This design comes from an exercise in tuning for small area on the open sky130 flow, not from production work. In this exercise RTL edits were held to simulation tests only and were not proved equivalent to the original. Power and IR drop assume default switching activity.

== red ==
// decode_hazard_stage
module decode_hazard_stage #(
    parameter int DATA_W    = 32,
    parameter int REG_COUNT = 32,
    parameter int NPC_W     = 32,
    localparam int REG_AW   = $clog2(REG_COUNT)
) (
    input  logic              clk,
    input  logic              rst,
    input  logic              wb_reg_write,
    input  logic [REG_AW-1:0] wb_write_reg_location,
    input  logic [DATA_W-1:0] mem_wb_write_data,
    input  logic [31:0]       if_id_instr,
    input  logic [NPC_W-1:0]  if_id_npc,
    input  logic              flush,
    output logic              hazard_stall,
    output logic [1:0]        id_ex_wb,
    output logic [2:0]        id_ex_mem,
    output logic [3:0]        id_ex_execute,
    output logic [NPC_W-1:0]  id_ex_npc,
    output logic [DATA_W-1:0] id_ex_readdat1,
    output logic [DATA_W-1:0] id_ex_readdat2,
    output logic [DATA_W-1:0] id_ex_sign_ext,
    output logic [4:0]        id_ex_instr_bits_2521,
    output logic [4:0]        id_ex_instr_bits_2016,
    output logic [4:0]        id_ex_instr_bits_1511
);
==> module decode_hazard_stage, before the edit <==
module decode_hazard_stage #(
    parameter int DATA_W    = 32,
    parameter int REG_COUNT = 32,
    parameter int NPC_W     = 32,
    localparam int REG_AW   = $clog2(REG_COUNT)
) (
    input  logic              clk,
    input  logic              rst,
    input  logic              wb_reg_write,
    input  logic [REG_AW-1:0] wb_write_reg_location,
    input  logic [DATA_W-1:0] mem_wb_write_data,
    input  logic [31:0]       if_id_instr,
    input  logic [NPC_W-1:0]  if_id_npc,
    input  logic              flush,
    output logic              hazard_stall,
    output logic [1:0]        id_ex_wb,
    output logic [2:0]        id_ex_mem,
    output logic [3:0]        id_ex_execute,
    output logic [NPC_W-1:0]  id_ex_npc,
    output logic [DATA_W-1:0] id_ex_readdat1,
    output logic [DATA_W-1:0] id_ex_readdat2,
    output logic [DATA_W-1:0] id_ex_sign_ext,
    output logic [4:0]        id_ex_instr_bits_2521,
    output logic [4:0]        id_ex_instr_bits_2016,
    output logic [4:0]        id_ex_instr_bits_1511
);
    localparam logic [5:0] OP_RTYPE = 6'b000000;
    localparam logic [5:0] OP_LW    = 6'b100011;
    localparam logic [5:0] OP_SW    = 6'b101011;
    localparam logic [5:0] OP_BEQ   = 6'b000100;
    localparam logic [5:0] OP_ADDI  = 6'b001000;
    logic [DATA_W-1:0] regs [1:REG_COUNT-1];
    logic [DATA_W-1:0] wdata;
    logic [REG_COUNT-1:1] wen;
    logic [5:0] opcode;
    logic [4:0] f_rs, f_rt, f_rd;
    logic [8:0] ctrl;
    logic       uses_rt;
    assign opcode = if_id_instr[31:26];
    assign f_rs   = if_id_instr[25:21];
    assign f_rt   = if_id_instr[20:16];
    assign f_rd   = if_id_instr[15:11];
    assign wdata = mem_wb_write_data & {DATA_W{~rst}};
    always_comb begin
        for (int i = 1; i < REG_COUNT; i++)
            wen[i] = rst | (wb_reg_write && wb_write_reg_location == i);
    end
    always_ff @(posedge clk) begin
        for (int i = 1; i < REG_COUNT; i++)
            if (wen[i]) regs[i] <= wdata;
    end
    logic [REG_COUNT-1:1] sel1, sel2;
    always_comb begin
        for (int i = 1; i < REG_COUNT; i++) begin
            sel1[i] = (id_ex_instr_bits_2521 == i);
            sel2[i] = (id_ex_instr_bits_2016 == i);
        end
    end
    for (genvar b = 0; b < DATA_W; b++) begin : g_rd
        logic [REG_COUNT-1:1] col;
        for (genvar i = 1; i < REG_COUNT; i++) begin : g_col
            assign col[i] = regs[i][b];
        end
        dhs_rd_bit u_rd1 (.d(col), .s(sel1), .y(id_ex_readdat1[b]));
        dhs_rd_bit u_rd2 (.d(col), .s(sel2), .y(id_ex_readdat2[b]));
    end
    always_comb begin
        case (opcode)
            OP_RTYPE: ctrl = {2'b10, 3'b000, 4'b1100};
            OP_LW:    ctrl = {2'b11, 3'b010, 4'b0001};
            OP_SW:    ctrl = {2'b00, 3'b001, 4'b0001};
            OP_BEQ:   ctrl = {2'b00, 3'b100, 4'b0010};
            OP_ADDI:  ctrl = {2'b10, 3'b000, 4'b0001};
            default:  ctrl = '0;
        endcase
    end
    assign uses_rt = (opcode == OP_RTYPE) || (opcode == OP_SW) || (opcode == OP_BEQ);
    assign hazard_stall = !rst && !flush && id_ex_mem[1] &&
                          (id_ex_instr_bits_2016 != 5'd0) &&
                          ((id_ex_instr_bits_2016 == f_rs) ||
                           ((id_ex_instr_bits_2016 == f_rt) && uses_rt));
    always_ff @(posedge clk) begin
        if (rst) begin
            id_ex_wb              <= '0;
            id_ex_mem             <= '0;
            id_ex_execute         <= '0;
            id_ex_npc             <= '0;
            id_ex_sign_ext        <= '0;
            id_ex_instr_bits_2521 <= '0;
            id_ex_instr_bits_2016 <= '0;
            id_ex_instr_bits_1511 <= '0;
        end else begin
            if (flush || hazard_stall) begin
                id_ex_wb      <= '0;
                id_ex_mem     <= '0;
                id_ex_execute <= '0;
            end else begin
                id_ex_wb      <= ctrl[8:7];
                id_ex_mem     <= ctrl[6:4];
                id_ex_execute <= ctrl[3:0];
            end
            id_ex_npc             <= if_id_npc;
            id_ex_sign_ext        <= {{(DATA_W-16){if_id_instr[15]}}, if_id_instr[15:0]};
            id_ex_instr_bits_2521 <= f_rs;
            id_ex_instr_bits_2016 <= f_rt;
            id_ex_instr_bits_1511 <= f_rd;
        end
    end
endmodule
==> module dhs_rd_bit, before the edit <==
module dhs_rd_bit (
    input  logic [31:1] d,
    input  logic [31:1] s,
    output logic        y
);
    logic [10:0] n;
    for (genvar k = 0; k < 10; k++) begin : g_aoi
        dhs_aoi222 u (.a0(d[3*k+1]), .b0(s[3*k+1]), .a1(d[3*k+2]), .b1(s[3*k+2]),
                      .a2(d[3*k+3]), .b2(s[3*k+3]), .y(n[k]));
    end
    assign n[10] = ~(d[31] & s[31]);
    assign y = ~(&n);
endmodule
clock: 5.0 ns
lec_check: 0
cap_margin: 20
core_margin: 2
core_utilization: 70
place_density: 0.75
slew_margin: 20
synth_hierarchical: 1
standard.sh (not shown) runs the stock make flow with config.mk's settings and CLKGATE_MAP_FILE= SYNTH_SCRIPT=/design/flow/synth_recipe.tcl, a recipe that flattens the netlist after the stock synthesis.
==> flow/flow/run.sh <==
#!/bin/bash
# Standard ORFS layout with two changes:
#  - plain buf_1 cells (instead of the default delay cell) on the ports;
#  - clock tree from clkbuf_16 in sink clusters of up to 30 sinks, no dummy loads.
set -o pipefail
export BUFFER_PORTS_ARGS="-buffer_cell sky130_fd_sc_hd__buf_1"
export CTS_ARGS="-sink_clustering_enable -repair_clock_nets -dont_use_dummy_load -buf_list sky130_fd_sc_hd__clkbuf_16 -sink_clustering_size 30 -sink_clustering_max_diameter 60"
bash standard.sh > standard.log 2>&1
red: no failed stages, no open violations at the end
Here is what was changed in the inputs of blue compared with red.
diff --git a/flow/design.v b/flow/design.v
--- a/flow/design.v
+++ b/flow/design.v
@@ -32,6 +32,7 @@
     logic [DATA_W-1:0] regs [1:REG_COUNT-1];
     logic [DATA_W-1:0] wdata;
     logic [REG_COUNT-1:1] wen;
+    logic                 wr_valid;
     logic [5:0] opcode;
     logic [4:0] f_rs, f_rt, f_rd;
     logic [8:0] ctrl;
@@ -41,6 +42,7 @@
     assign f_rt   = if_id_instr[20:16];
     assign f_rd   = if_id_instr[15:11];
     assign wdata = mem_wb_write_data & {DATA_W{~rst}};
+    assign wr_valid = wb_reg_write && (wb_write_reg_location != '0);
     always_comb begin
         for (int i = 1; i < REG_COUNT; i++)
             wen[i] = rst | (wb_reg_write && wb_write_reg_location == i);
@@ -50,10 +52,14 @@
             if (wen[i]) regs[i] <= wdata;
     end
     logic [REG_COUNT-1:1] sel1, sel2;
+    logic                 byp1, byp2;
+    logic [DATA_W-1:0]    rd1, rd2;
     always_comb begin
+        byp1 = !rst && wr_valid && (wb_write_reg_location == f_rs);
+        byp2 = !rst && wr_valid && (wb_write_reg_location == f_rt);
         for (int i = 1; i < REG_COUNT; i++) begin
-            sel1[i] = (id_ex_instr_bits_2521 == i);
-            sel2[i] = (id_ex_instr_bits_2016 == i);
+            sel1[i] = !rst && !byp1 && (f_rs == i);
+            sel2[i] = !rst && !byp2 && (f_rt == i);
         end
     end
     for (genvar b = 0; b < DATA_W; b++) begin : g_rd
@@ -61,8 +67,12 @@
         for (genvar i = 1; i < REG_COUNT; i++) begin : g_col
             assign col[i] = regs[i][b];
         end
-        dhs_rd_bit u_rd1 (.d(col), .s(sel1), .y(id_ex_readdat1[b]));
-        dhs_rd_bit u_rd2 (.d(col), .s(sel2), .y(id_ex_readdat2[b]));
+        dhs_rd_bit u_rd1 (.d({mem_wb_write_data[b], col}), .s({byp1, sel1}), .y(rd1[b]));
+        dhs_rd_bit u_rd2 (.d({mem_wb_write_data[b], col}), .s({byp2, sel2}), .y(rd2[b]));
+    end
+    always_ff @(posedge clk) begin
+        id_ex_readdat1 <= rd1;
+        id_ex_readdat2 <= rd2;
     end
     always_comb begin
         case (opcode)
@@ -108,8 +118,8 @@
     end
 endmodule
 module dhs_rd_bit (
-    input  logic [31:1] d,
-    input  logic [31:1] s,
+    input  logic [32:1] d,
+    input  logic [32:1] s,
     output logic        y
 );
     logic [10:0] n;
@@ -117,7 +127,7 @@
         dhs_aoi222 u (.a0(d[3*k+1]), .b0(s[3*k+1]), .a1(d[3*k+2]), .b1(s[3*k+2]),
                       .a2(d[3*k+3]), .b2(s[3*k+3]), .y(n[k]));
     end
-    assign n[10] = ~(d[31] & s[31]);
+    assign n[10] = ~((d[31] & s[31]) | (d[32] & s[32]));
     assign y = ~(&n);
 endmodule
 module dhs_aoi222 (
### Flow results
Relative to red, the time the final worst path needs with I/O delays and setup of blue is lower by 0.80 ns. Compared with red, blue has extra setup slack. Run comparison: red cell type of the slowest stage on the worst timing path nor2_4; blue cell type of the slowest stage on the worst timing path or4_4. Total half-perimeter wirelength after legalization and detailed placement ended up about 7% higher on blue than on red. Looking at via count, blue sits 6.4% above red. In blue, fraction of met1 tracks used by global routing is lower than in red. The type of the worst setup path comes out reg2out in one run and in2reg in the other, namely in red and blue respectively.

========
lagoon:
The RTL this note starts from:
==> flow/design.v <==
module decode_hazard_stage #(
    parameter int DATA_W    = 32,
    parameter int REG_COUNT = 32,
    parameter int NPC_W     = 32,
    localparam int REG_AW   = $clog2(REG_COUNT)
) (
    input  logic              clk,
    input  logic              rst,
    input  logic              wb_reg_write,
    input  logic [REG_AW-1:0] wb_write_reg_location,
    input  logic [DATA_W-1:0] mem_wb_write_data,
    input  logic [31:0]       if_id_instr,
    input  logic [NPC_W-1:0]  if_id_npc,
    input  logic              flush,
    output logic              hazard_stall,
    output logic [1:0]        id_ex_wb,
    output logic [2:0]        id_ex_mem,
    output logic [3:0]        id_ex_execute,
    output logic [NPC_W-1:0]  id_ex_npc,
    output logic [DATA_W-1:0] id_ex_readdat1,
    output logic [DATA_W-1:0] id_ex_readdat2,
    output logic [DATA_W-1:0] id_ex_sign_ext,
    output logic [4:0]        id_ex_instr_bits_2521,
    output logic [4:0]        id_ex_instr_bits_2016,
    output logic [4:0]        id_ex_instr_bits_1511
);
    localparam logic [5:0] OP_RTYPE = 6'b000000;
    localparam logic [5:0] OP_LW    = 6'b100011;
    localparam logic [5:0] OP_SW    = 6'b101011;
    localparam logic [5:0] OP_BEQ   = 6'b000100;
    localparam logic [5:0] OP_ADDI  = 6'b001000;
    logic [DATA_W-1:0] regs [1:REG_COUNT-1];
    logic [DATA_W-1:0] wdata;
    logic [REG_COUNT-1:1] wen;
    logic [5:0] opcode;
    logic [4:0] f_rs, f_rt, f_rd;
    logic [8:0] ctrl;
    logic       uses_rt;
    assign opcode = if_id_instr[31:26];
    assign f_rs   = if_id_instr[25:21];
    assign f_rt   = if_id_instr[20:16];
    assign f_rd   = if_id_instr[15:11];
    assign wdata = mem_wb_write_data & {DATA_W{~rst}};
    always_comb begin
        for (int i = 1; i < REG_COUNT; i++)
            wen[i] = rst | (wb_reg_write && wb_write_reg_location == i);
    end
    always_ff @(posedge clk) begin
        for (int i = 1; i < REG_COUNT; i++)
            if (wen[i]) regs[i] <= wdata;
    end
    logic [REG_COUNT-1:1] sel1, sel2;
    always_comb begin
        for (int i = 1; i < REG_COUNT; i++) begin
            sel1[i] = (id_ex_instr_bits_2521 == i);
            sel2[i] = (id_ex_instr_bits_2016 == i);
        end
    end
    for (genvar b = 0; b < DATA_W; b++) begin : g_rd
        logic [REG_COUNT-1:1] col;
        for (genvar i = 1; i < REG_COUNT; i++) begin : g_col
            assign col[i] = regs[i][b];
        end
        dhs_rd_bit u_rd1 (.d(col), .s(sel1), .y(id_ex_readdat1[b]));
        dhs_rd_bit u_rd2 (.d(col), .s(sel2), .y(id_ex_readdat2[b]));
    end
    always_comb begin
        case (opcode)
            OP_RTYPE: ctrl = {2'b10, 3'b000, 4'b1100};
            OP_LW:    ctrl = {2'b11, 3'b010, 4'b0001};
            OP_SW:    ctrl = {2'b00, 3'b001, 4'b0001};
            OP_BEQ:   ctrl = {2'b00, 3'b100, 4'b0010};
            OP_ADDI:  ctrl = {2'b10, 3'b000, 4'b0001};
            default:  ctrl = '0;
        endcase
    end
    assign uses_rt = (opcode == OP_RTYPE) || (opcode == OP_SW) || (opcode == OP_BEQ);
    assign hazard_stall = !rst && !flush && id_ex_mem[1] &&
                          (id_ex_instr_bits_2016 != 5'd0) &&
                          ((id_ex_instr_bits_2016 == f_rs) ||
                           ((id_ex_instr_bits_2016 == f_rt) && uses_rt));
    always_ff @(posedge clk) begin
        if (rst) begin
            id_ex_wb              <= '0;
            id_ex_mem             <= '0;
            id_ex_execute         <= '0;
            id_ex_npc             <= '0;
            id_ex_sign_ext        <= '0;
            id_ex_instr_bits_2521 <= '0;
            id_ex_instr_bits_2016 <= '0;
            id_ex_instr_bits_1511 <= '0;
        end else begin
            if (flush || hazard_stall) begin
                id_ex_wb      <= '0;
                id_ex_mem     <= '0;
                id_ex_execute <= '0;
            end else begin
                id_ex_wb      <= ctrl[8:7];
                id_ex_mem     <= ctrl[6:4];
                id_ex_execute <= ctrl[3:0];
            end
            id_ex_npc             <= if_id_npc;
            id_ex_sign_ext        <= {{(DATA_W-16){if_id_instr[15]}}, if_id_instr[15:0]};
            id_ex_instr_bits_2521 <= f_rs;
            id_ex_instr_bits_2016 <= f_rt;
            id_ex_instr_bits_1511 <= f_rd;
        end
    end
endmodule
module dhs_rd_bit (
    input  logic [31:1] d,
    input  logic [31:1] s,
    output logic        y
);
    logic [10:0] n;
    for (genvar k = 0; k < 10; k++) begin : g_aoi
        dhs_aoi222 u (.a0(d[3*k+1]), .b0(s[3*k+1]), .a1(d[3*k+2]), .b1(s[3*k+2]),
                      .a2(d[3*k+3]), .b2(s[3*k+3]), .y(n[k]));
    end
    assign n[10] = ~(d[31] & s[31]);
    assign y = ~(&n);
endmodule
module dhs_aoi222 (
    input  logic a0, b0, a1, b1, a2, b2,
    output logic y
);
    assign y = ~((a0 & b0) | (a1 & b1) | (a2 & b2));
endmodule
==> flow/config.mk <==
export PLATFORM = sky130hd
export DESIGN_NAME = decode_hazard_stage
export DESIGN_NICKNAME = decode_hazard_stage
export VERILOG_FILES = /design/flow/design.v
export SDC_FILE = /design/flow/constraint.sdc
export NUM_CORES = 4
export LEC_CHECK = 0
export CAP_MARGIN = 20
export CORE_MARGIN = 2
export CORE_UTILIZATION = 70
export PLACE_DENSITY = 0.75
export SLEW_MARGIN = 20
export SYNTH_HIERARCHICAL = 1
==> flow/constraint.sdc <==
create_clock -name core_clock -period 5.0 [get_ports {clk}]
set_input_delay 1.0000 -clock core_clock [delete_from_list [all_inputs] [get_ports {clk}]]
set_output_delay 1.0000 -clock core_clock [all_outputs]
set_load 0.01 [all_outputs]
==> flow/flow/run.sh <==
#!/bin/bash
# Standard ORFS layout with two changes:
#  - plain buffers (instead of the default delay cell) on the ports;
#  - clock tree from clkbuf_16 in larger sink clusters, no dummy loads.
set -o pipefail
export BUFFER_PORTS_ARGS="-buffer_cell sky130_fd_sc_hd__buf_2"
export CTS_ARGS="-sink_clustering_enable -repair_clock_nets -dont_use_dummy_load -buf_list sky130_fd_sc_hd__clkbuf_16 -sink_clustering_size 30 -sink_clustering_max_diameter 60"
bash standard.sh > standard.log 2>&1
lagoon finished every stage and its layout cleared the timing, design-rule and antenna checks.
diff inputs: lagoon => garnet
==> flow/design.v, changed modules only <==
module decode_hazard_stage #(
    parameter int DATA_W    = 32,
    parameter int REG_COUNT = 32,
    parameter int NPC_W     = 32,
    localparam int REG_AW   = $clog2(REG_COUNT)
) (
    input  logic              clk,
    input  logic              rst,
    input  logic              wb_reg_write,
    input  logic [REG_AW-1:0] wb_write_reg_location,
    input  logic [DATA_W-1:0] mem_wb_write_data,
    input  logic [31:0]       if_id_instr,
    input  logic [NPC_W-1:0]  if_id_npc,
    input  logic              flush,
    output logic              hazard_stall,
    output logic [1:0]        id_ex_wb,
    output logic [2:0]        id_ex_mem,
    output logic [3:0]        id_ex_execute,
    output logic [NPC_W-1:0]  id_ex_npc,
    output logic [DATA_W-1:0] id_ex_readdat1,
    output logic [DATA_W-1:0] id_ex_readdat2,
    output logic [DATA_W-1:0] id_ex_sign_ext,
    output logic [4:0]        id_ex_instr_bits_2521,
    output logic [4:0]        id_ex_instr_bits_2016,
    output logic [4:0]        id_ex_instr_bits_1511
);
    localparam logic [5:0] OP_RTYPE = 6'b000000;
    localparam logic [5:0] OP_LW    = 6'b100011;
    localparam logic [5:0] OP_SW    = 6'b101011;
    localparam logic [5:0] OP_BEQ   = 6'b000100;
    localparam logic [5:0] OP_ADDI  = 6'b001000;
    logic [DATA_W-1:0] regs [1:REG_COUNT-1];
    logic [DATA_W-1:0] wdata;
    logic [REG_COUNT-1:1] wen;
    logic                 wr_valid;
    logic [5:0] opcode;
    logic [4:0] f_rs, f_rt, f_rd;
    logic [8:0] ctrl;
    logic       uses_rt;
    assign opcode = if_id_instr[31:26];
    assign f_rs   = if_id_instr[25:21];
    assign f_rt   = if_id_instr[20:16];
    assign f_rd   = if_id_instr[15:11];
    assign wdata = mem_wb_write_data & {DATA_W{~rst}};
    assign wr_valid = wb_reg_write && (wb_write_reg_location != '0);
    always_comb begin
        for (int i = 1; i < REG_COUNT; i++)
            wen[i] = rst | (wb_reg_write && wb_write_reg_location == i);
    end
    always_ff @(posedge clk) begin
        for (int i = 1; i < REG_COUNT; i++)
            if (wen[i]) regs[i] <= wdata;
    end
    logic [REG_COUNT-1:1] sel1, sel2;
    logic                 byp1, byp2;
    logic [DATA_W-1:0]    rd1, rd2;
    always_comb begin
        byp1 = !rst && wr_valid && (wb_write_reg_location == f_rs);
        byp2 = !rst && wr_valid && (wb_write_reg_location == f_rt);
        for (int i = 1; i < REG_COUNT; i++) begin
            sel1[i] = !rst && !byp1 && (f_rs == i);
            sel2[i] = !rst && !byp2 && (f_rt == i);
        end
    end
    for (genvar b = 0; b < DATA_W; b++) begin : g_rd
        logic [REG_COUNT-1:1] col;
        for (genvar i = 1; i < REG_COUNT; i++) begin : g_col
            assign col[i] = regs[i][b];
        end
        dhs_rd_bit u_rd1 (.d({mem_wb_write_data[b], col}), .s({byp1, sel1}), .y(rd1[b]));
        dhs_rd_bit u_rd2 (.d({mem_wb_write_data[b], col}), .s({byp2, sel2}), .y(rd2[b]));
    end
    always_ff @(posedge clk) begin
        id_ex_readdat1 <= rd1;
        id_ex_readdat2 <= rd2;
    end
    always_comb begin
        case (opcode)
            OP_RTYPE: ctrl = {2'b10, 3'b000, 4'b1100};
            OP_LW:    ctrl = {2'b11, 3'b010, 4'b0001};
            OP_SW:    ctrl = {2'b00, 3'b001, 4'b0001};
            OP_BEQ:   ctrl = {2'b00, 3'b100, 4'b0010};
            OP_ADDI:  ctrl = {2'b10, 3'b000, 4'b0001};
            default:  ctrl = '0;
        endcase
    end
    assign uses_rt = (opcode == OP_RTYPE) || (opcode == OP_SW) || (opcode == OP_BEQ);
    assign hazard_stall = !rst && !flush && id_ex_mem[1] &&
                          (id_ex_instr_bits_2016 != 5'd0) &&
                          ((id_ex_instr_bits_2016 == f_rs) ||
                           ((id_ex_instr_bits_2016 == f_rt) && uses_rt));
    always_ff @(posedge clk) begin
        if (rst) begin
            id_ex_wb              <= '0;
            id_ex_mem             <= '0;
            id_ex_execute         <= '0;
            id_ex_npc             <= '0;
            id_ex_sign_ext        <= '0;
            id_ex_instr_bits_2521 <= '0;
            id_ex_instr_bits_2016 <= '0;
            id_ex_instr_bits_1511 <= '0;
        end else begin
            if (flush || hazard_stall) begin
                id_ex_wb      <= '0;
                id_ex_mem     <= '0;
                id_ex_execute <= '0;
            end else begin
                id_ex_wb      <= ctrl[8:7];
                id_ex_mem     <= ctrl[6:4];
                id_ex_execute <= ctrl[3:0];
            end
            id_ex_npc             <= if_id_npc;
            id_ex_sign_ext        <= {{(DATA_W-16){if_id_instr[15]}}, if_id_instr[15:0]};
            id_ex_instr_bits_2521 <= f_rs;
            id_ex_instr_bits_2016 <= f_rt;
            id_ex_instr_bits_1511 <= f_rd;
        end
    end
endmodule
module dhs_rd_bit (
    input  logic [32:1] d,
    input  logic [32:1] s,
    output logic        y
);
    logic [10:0] n;
    for (genvar k = 0; k < 10; k++) begin : g_aoi
        dhs_aoi222 u (.a0(d[3*k+1]), .b0(s[3*k+1]), .a1(d[3*k+2]), .b1(s[3*k+2]),
                      .a2(d[3*k+3]), .b2(s[3*k+3]), .y(n[k]));
    end
    assign n[10] = ~((d[31] & s[31]) | (d[32] & s[32]));
    assign y = ~(&n);
endmodule
## What came out
Design area ended up 4.9% higher on garnet than on lagoon.
garnet ends up with higher number of tap instances than lagoon does.
Per the comparison of garnet with lagoon, unique cell type count in the Yosys netlist moved up; count of clock-buffer cells in the layout went up by about 3.8%; number of non-clock inverters climbed 2; xor/xnor cell area share of the yosys netlist now larger.
Combinational power (garnet over lagoon): decrease, about 5%
Sort lagoon and garnet by share of power burned in combinational logic, descending, and lagoon comes first.
lagoon and garnet ended up with roughly the same fraction of area in clock buffers and inverters.

separate check: timing with driven ports:
In the flow no input, the clock included, has a driving cell. The finished layouts below were timed again as built, in two steps. Step 1 (the two cells are an assumption about what drives the block):
set clk [get_ports {clk}]
set_driving_cell -lib_cell sky130_fd_sc_hd__clkbuf_16 $clk
set_driving_cell -lib_cell sky130_fd_sc_hd__buf_2 [delete_from_list [all_inputs] $clk]
Step 2, shift: input delay + t, output delay - t, t = (earliest + latest rising clock arrival at the registers) / 2. This alone moves slack from input paths to output paths. Slacks: ideal ports / drivers / drivers and shift; pairs: ideal ports / drivers.
| run | shift t [ns] | setup WS [ns] | worst setup path at the end |
|---|---|---|---|
| red | 0.689 | 0.200 / 0.135 / 0.824 | register to output |
| blue | 0.711 | 1.002 / 1.028 / 0.317 | input to register |
| lagoon | 0.706 | 0.279 / 0.213 / 0.919 | register to output |
| garnet | 0.713 | 0.731 / 0.765 / 0.053 | input to register |
After both steps setup and hold are still met in every run listed. The setup slack of blue, which loses most, moves by +0.026 ns with the drivers and by -0.685 ns with both steps.
